Source: an optimization exercise on an open RTL-to-GDS flow (aim: small area and a short achievable clock period). Production flows keep margins and buffers that such runs may drop. Only simulation tests tie the RTL to the original design; equivalence was not proved. No activity file was given, so power comes from the tool's default toggle rates.

==> flow/design.v (excerpt) <==
module data_mem_ctrl #(
    parameter int unsigned LATENCY = 4,
    parameter int unsigned AW      = 8
) (
    input  logic        clk,
    input  logic        rst,
    input  logic        MemRead,
    input  logic        MemWrite,
    input  logic [15:0] addr,
    input  logic [15:0] wdata,
    output logic [15:0] rdata,
    output logic        stall,
    output logic        done,
    output logic        err
);
For scale: roughly 6700 cells after synthesis, about 4200 flip-flops, ~55 I/O pins, about 0.11 mm^2 of cells after synthesis.
==> module data_mem_ctrl, before the edit <==
module data_mem_ctrl #(
    parameter int unsigned LATENCY = 4,
    parameter int unsigned AW      = 8
) (
    input  logic        clk,
    input  logic        rst,
    input  logic        MemRead,
    input  logic        MemWrite,
    input  logic [15:0] addr,
    input  logic [15:0] wdata,
    output logic [15:0] rdata,
    output logic        stall,
    output logic        done,
    output logic        err
);
    localparam int unsigned NR = 64;   
    logic c1, c2, c3;       
    logic busy;             
    logic one_req, both_req, idle, accept;
    assign one_req  = MemRead ^ MemWrite;
    assign both_req = MemRead & MemWrite;
    assign idle     = ~(busy | done);
    assign accept   = idle & one_req;
    assign stall    = busy | (~done & one_req);
    always_ff @(posedge clk or posedge rst) begin
        if (rst) begin
            c1   <= 1'b0;
            c2   <= 1'b0;
            c3   <= 1'b0;
            busy <= 1'b0;
            done <= 1'b0;
            err  <= 1'b0;
        end else begin
            c1   <= accept;
            c2   <= c1;
            c3   <= c2;
            busy <= accept | c1 | c2;
            done <= c3;
            err  <= idle & both_req;
        end
    end
    logic [1:0] ph;
    always_ff @(posedge clk) ph <= ph + 2'd1;
    logic        pv;        
    logic        wgo;       
    logic [7:0]  pidx;
    logic [15:0] pdata;
    logic [7:0]  ghi;       
    logic [7:0]  plo;       
    logic        commit, go_c, go_p;
    assign commit = c3 & MemWrite;
    assign go_c   = (addr[2:1] + ph) == 2'd2;
    assign go_p   = pv & ~wgo & ((pidx[1:0] + ph) == 2'd2);
    always_ff @(posedge clk) begin
        if (commit) begin
            pv    <= 1'b1;
            pidx  <= addr[8:1];
            pdata <= wdata;
            plo   <= 8'd1 << addr[5:3];
            wgo   <= go_c;
            ghi   <= go_c ? (8'd1 << addr[8:6]) : 8'd0;
        end else begin
            if (wgo) pv <= 1'b0;
            wgo <= go_p;
            ghi <= go_p ? (8'd1 << pidx[7:5]) : 8'd0;
        end
    end
    logic [15:0] m0 [NR];
    logic [15:0] m1 [NR];
    logic [15:0] m2 [NR];
    logic [15:0] m3 [NR];
    for (genvar r = 0; r < NR; r++) begin : g_ring
        logic wr;
        assign wr = ghi[r/8] & plo[r%8];
        always_ff @(posedge clk) begin
            m0[r] <= wr ? pdata : m3[r];
            m1[r] <= m0[r];
            m2[r] <= m1[r];
            m3[r] <= m2[r];
        end
    end
    logic        cap, fwd;
    logic [7:0]  s_hi, s_lo;
    logic [15:0] tapv, nxt, hold;
    assign cap  = ~done & MemRead & ~MemWrite & ((addr[2:1] + ph) == 2'd2);
    assign fwd  = pv & (pidx == addr[8:1]);
    assign s_hi = 8'd1 << addr[8:6];
    assign s_lo = 8'd1 << addr[5:3];
    always_comb begin
        logic [15:0] grp [8];
        tapv = '0;
        for (int g = 0; g < 8; g++) begin
            grp[g] = '0;
            for (int l = 0; l < 8; l++) grp[g] = grp[g] | (m2[8*g+l] & {16{s_lo[l]}});
            tapv = tapv | (grp[g] & {16{s_hi[g]}});
        end
    end
    assign nxt = fwd ? pdata : tapv;
    always_ff @(posedge clk) begin
        if (cap) hold <= nxt;
        rdata <= (c3 & ~cap) ? hold : nxt;
    end
endmodule
clock: 4.5 ns
lec_check: 0
cap_margin: 20
core_margin: 2
core_utilization: 75
cts_cluster_diameter: 60
cts_cluster_size: 30
setup_slack_margin: 2.0
slew_margin: 20
run.sh (not shown) runs the stock make flow with config.mk's settings and CLKGATE_MAP_FILE= SYNTH_SCRIPT=/design/flow/synth_recipe.tcl, a recipe that flattens the netlist after the stock synthesis.
Change:
--- a/flow/design.v
+++ b/flow/design.v
@@ -78,26 +78,11 @@
             m2[r] <= m1[r];
             m3[r] <= m2[r];
         end
     end
-    logic        cap, fwd;
-    logic [7:0]  s_hi, s_lo;
-    logic [15:0] tapv, nxt, hold;
-    assign cap  = ~done & MemRead & ~MemWrite & ((addr[2:1] + ph) == 2'd2);
-    assign fwd  = pv & (pidx == addr[8:1]);
-    assign s_hi = 8'd1 << addr[8:6];
-    assign s_lo = 8'd1 << addr[5:3];
-    always_comb begin
-        logic [15:0] grp [8];
-        tapv = '0;
-        for (int g = 0; g < 8; g++) begin
-            grp[g] = '0;
-            for (int l = 0; l < 8; l++) grp[g] = grp[g] | (m2[8*g+l] & {16{s_lo[l]}});
-            tapv = tapv | (grp[g] & {16{s_hi[g]}});
-        end
-    end
-    assign nxt = fwd ? pdata : tapv;
+    logic cap, fwd;
+    assign cap = ~done & MemRead & ~MemWrite & ((addr[2:1] + ph) == 2'd2);
+    assign fwd = pv & (pidx == addr[8:1]);
     always_ff @(posedge clk) begin
-        if (cap) hold <= nxt;
-        rdata <= (c3 & ~cap) ? hold : nxt;
+        if (cap) rdata <= fwd ? pdata : m2[addr[8:3]];
     end
 endmodule
- sequential power is about the same
- setup slack is worse by 0.21 ns
- hold slack is worse by 0.071 ns
- cell count is lower slightly
- critical path depth is higher by 2
- power is lower slightly
- utilization is higher by 1.8 points
- synthesized area is lower by a few percent
- via count is higher by a few percent
- routed wire length is higher by about a fifth
- clock-buffer cell count is lower by 6

* * *

data_mem_ctrl, a different RTL version from the one above (not shown whole).
Size in the first run: roughly 6600 cells after synthesis, about 4200 flip-flops, roughly 55 I/O pins, ~110000 sq um of cells after synthesis.
==> module data_mem_ctrl, before the edit <==
module data_mem_ctrl #(
    parameter int unsigned LATENCY = 4,
    parameter int unsigned AW      = 8
) (
    input  logic        clk,
    input  logic        rst,
    input  logic        MemRead,
    input  logic        MemWrite,
    input  logic [15:0] addr,
    input  logic [15:0] wdata,
    output logic [15:0] rdata,
    output logic        stall,
    output logic        done,
    output logic        err
);
    localparam int unsigned NR = 64;   
    logic c1, c2, c3;       
    logic busy;             
    logic one_req, idle, accept, err_nxt;
    assign one_req  = MemRead ? ~MemWrite : MemWrite;
    assign idle     = ~(busy | done);
    assign accept   = idle & one_req;
    assign stall    = MemRead ? (busy | (~done & ~MemWrite)) : (busy | (~done & MemWrite));
    assign err_nxt  = (idle & MemRead) & MemWrite;
    always_ff @(posedge clk or posedge rst) begin
        if (rst) begin
            c1   <= 1'b0;
            c2   <= 1'b0;
            c3   <= 1'b0;
            busy <= 1'b0;
            done <= 1'b0;
            err  <= 1'b0;
        end else begin
            c1   <= accept;
            c2   <= c1;
            c3   <= c2;
            busy <= accept | c1 | c2;
            done <= c3;
            err  <= err_nxt;
        end
    end
    logic [1:0] ph;
    always_ff @(posedge clk) ph <= ph + 2'd1;
    logic        pv;        
    logic        wgo;       
    logic [7:0]  pidx;
    logic [15:0] pdata;
    logic [7:0]  ghi;       
    logic [7:0]  plo;       
    logic        commit, go_c, go_p;
    assign commit = c3 & MemWrite;
    assign go_c   = (addr[2:1] + ph) == 2'd2;
    assign go_p   = pv & ~wgo & ((pidx[1:0] + ph) == 2'd2);
    always_ff @(posedge clk) begin
        if (commit) begin
            pv    <= 1'b1;
            pidx  <= addr[8:1];
            pdata <= wdata;
            wgo   <= go_c;
            ghi   <= go_c ? (8'd1 << addr[8:6]) : 8'd0;
        end else begin
            if (wgo) pv <= 1'b0;
            wgo <= go_p;
            ghi <= go_p ? (8'd1 << pidx[7:5]) : 8'd0;
        end
        plo <= 8'd1 << (commit ? addr[5:3] : pidx[4:2]);
    end
    logic [15:0] m0 [NR];
    logic [15:0] m1 [NR];
    logic [15:0] m2 [NR];
    logic [15:0] m3 [NR];
    for (genvar r = 0; r < NR; r++) begin : g_ring
        logic wr;
        assign wr = ghi[r/8] & plo[r%8];
        always_ff @(posedge clk) begin
            m0[r] <= wr ? pdata : m3[r];
            m1[r] <= m0[r];
            m2[r] <= m1[r];
            m3[r] <= m2[r];
        end
    end
    logic        cap, fwd, take;
    logic [7:0]  s_hi, s_lo;
    logic [15:0] nxt;
    logic [3:0] rhit;
    always_ff @(posedge clk) rhit <= 4'd1 << (2'd1 - ph);
    assign cap  = ~done & MemRead & ~MemWrite & rhit[addr[2:1]];
    assign fwd  = pv & (pidx == addr[8:1]);
    assign take = cap & ~fwd;
    assign s_hi = take ? (8'd1 << addr[8:6]) : 8'd0;
    assign s_lo = 8'd1 << addr[5:3];
    always_comb begin
        logic [15:0] grp;
        nxt = (pdata & {16{cap & fwd}}) | (rdata & {16{~cap}});
        for (int g = 0; g < 8; g++) begin
            grp = '0;
            for (int l = 0; l < 8; l++) grp = grp | (m2[8*g+l] & {16{s_lo[l]}});
            nxt = nxt | (grp & {16{s_hi[g]}});
        end
    end
    always_ff @(posedge clk) rdata <= nxt;
endmodule
Settings: LEC_CHECK=0, CAP_MARGIN=20, CORE_MARGIN=2, CORE_UTILIZATION=70, CTS_CLUSTER_DIAMETER=60, CTS_CLUSTER_SIZE=30, SETUP_SLACK_MARGIN=2.4, SLEW_MARGIN=20; clock period 4.5 ns.
standard.sh (not shown) runs the stock make flow with config.mk's settings and CLKGATE_MAP_FILE= SYNTH_SCRIPT=/design/flow/synth_recipe.tcl, a recipe that flattens the netlist after the stock synthesis.
==> flow/flow/run.sh <==
#!/bin/bash
# Layout flow: the standard layout (standard.sh, whole, from synthesis to
# finish) with two ORFS settings added to the standard flow's config.mk:
#  - sky130_fd_sc_hd__a222oi_1 is not used: it has a single drive strength, so
#    the resizer cannot strengthen it where it drives a long wire;
#  - clock tree synthesis inserts no dummy loads (same clustering otherwise).
# make's output goes to flow_make.log; ORFS keeps each step's log under
# orfs/logs/.
set -euo pipefail
W=$(cd "$(dirname "${BASH_SOURCE[0]}")/.." && pwd)
cd "$W"
cp config.mk own_config.mk
cat >> own_config.mk <<'EOC'
export DONT_USE_CELLS += sky130_fd_sc_hd__a222oi_1
export CTS_ARGS = -sink_clustering_enable -repair_clock_nets -sink_clustering_size 30 -sink_clustering_max_diameter 60 -dont_use_dummy_load
EOC
sed "s#DESIGN_CONFIG=[^ ]*#DESIGN_CONFIG=$W/own_config.mk#" standard.sh > own_standard.sh
bash own_standard.sh > flow_make.log 2>&1
Next try:
--- a/flow/design.v
+++ b/flow/design.v
@@ -42,40 +42,45 @@
     logic [1:0] ph;
     always_ff @(posedge clk) ph <= ph + 2'd1;
     logic        pv;        
     logic        wgo;       
+    logic        wgo2;      
     logic [7:0]  pidx;
-    logic [15:0] pdata;
+    logic [15:0] pdn;       
     logic [7:0]  ghi;       
+    logic [7:0]  ghi2;      
     logic [7:0]  plo;       
     logic        commit, go_c, go_p;
     assign commit = c3 & MemWrite;
     assign go_c   = (addr[2:1] + ph) == 2'd2;
-    assign go_p   = pv & ~wgo & ((pidx[1:0] + ph) == 2'd2);
+    assign go_p   = pv & ~wgo & ~wgo2 & ((pidx[1:0] + ph) == 2'd2);
     always_ff @(posedge clk) begin
         if (commit) begin
             pv    <= 1'b1;
             pidx  <= addr[8:1];
-            pdata <= wdata;
+            pdn   <= ~wdata;
             wgo   <= go_c;
             ghi   <= go_c ? (8'd1 << addr[8:6]) : 8'd0;
         end else begin
-            if (wgo) pv <= 1'b0;
+            if (wgo2) pv <= 1'b0;
             wgo <= go_p;
             ghi <= go_p ? (8'd1 << pidx[7:5]) : 8'd0;
         end
+        wgo2 <= wgo;
+        ghi2 <= ghi;
         plo <= 8'd1 << (commit ? addr[5:3] : pidx[4:2]);
     end
     logic [15:0] m0 [NR];
     logic [15:0] m1 [NR];
     logic [15:0] m2 [NR];
     logic [15:0] m3 [NR];
     for (genvar r = 0; r < NR; r++) begin : g_ring
-        logic wr;
-        assign wr = ghi[r/8] & plo[r%8];
+        logic clr, set;
+        assign clr = ghi[r/8] & plo[r%8];
+        assign set = ghi2[r/8] & plo[r%8];
         always_ff @(posedge clk) begin
-            m0[r] <= wr ? pdata : m3[r];
-            m1[r] <= m0[r];
+            m0[r] <= ~(m3[r] | {16{clr}});
+            m1[r] <= ~(({16{set}} & pdn) | m0[r]);
             m2[r] <= m1[r];
             m3[r] <= m2[r];
         end
     end
@@ -90,9 +95,9 @@
     assign s_hi = take ? (8'd1 << addr[8:6]) : 8'd0;
     assign s_lo = 8'd1 << addr[5:3];
     always_comb begin
         logic [15:0] grp;
-        nxt = (pdata & {16{cap & fwd}}) | (rdata & {16{~cap}});
+        nxt = (~pdn & {16{cap & fwd}}) | (rdata & {16{~cap}});
         for (int g = 0; g < 8; g++) begin
             grp = '0;
             for (int l = 0; l < 8; l++) grp = grp | (m2[8*g+l] & {16{s_lo[l]}});
             nxt = nxt | (grp & {16{s_hi[g]}});
Power went up by 2.4%.
Worst setup slack gains 31 ps.
Sequential share of layout area went up by 2.4 points.
Die area went down by 1.1%.
Via count went up by 11%.
Final area went down by 3.1%.
Wire length went up by 4.2%.

## separate check: timing with driven ports
Ports are ideal in the flow. The routed layouts listed here were re-timed in OpenROAD. Step 1 (the two cells are an assumption about what drives the block):
set clk [get_ports {clk}]
set_driving_cell -lib_cell sky130_fd_sc_hd__clkbuf_16 $clk
set_driving_cell -lib_cell sky130_fd_sc_hd__buf_2 [delete_from_list [all_inputs] $clk]
Step 2 times the ports against the registers' clock, not the clock port: input delays grow and output delays shrink by t, the midpoint of the rising clock arrivals with the driver on. Three values: ideal, step 1, step 2; two values: the first two.
| run | t (ns) | slack for setup (ns) | hold slack, ns | worst setup path after step 2 |
|---|---|---|---|---|
| the first run of note 1 | 0.909 | 1.702 / 1.402 / 0.493 | 0.313 / 0.313 / 0.313 | input to register |
| the second run of note 1 | 0.934 | 1.495 / 1.337 / 0.402 | 0.242 / 0.187 / 0.304 | input to register |
| the first run of note 2 | 0.885 | 1.976 / 1.764 / 0.880 | 0.268 / 0.261 / 0.268 | input to register |
| the second run of note 2 | 0.885 | 2.007 / 1.743 / 0.858 | 0.276 / 0.263 / 0.276 | input to register |
After both steps every run listed still meets setup and hold. For the first run of note 1, which loses most, drivers alone change the setup slack by -0.300 ns; drivers and shift together by -1.209 ns.
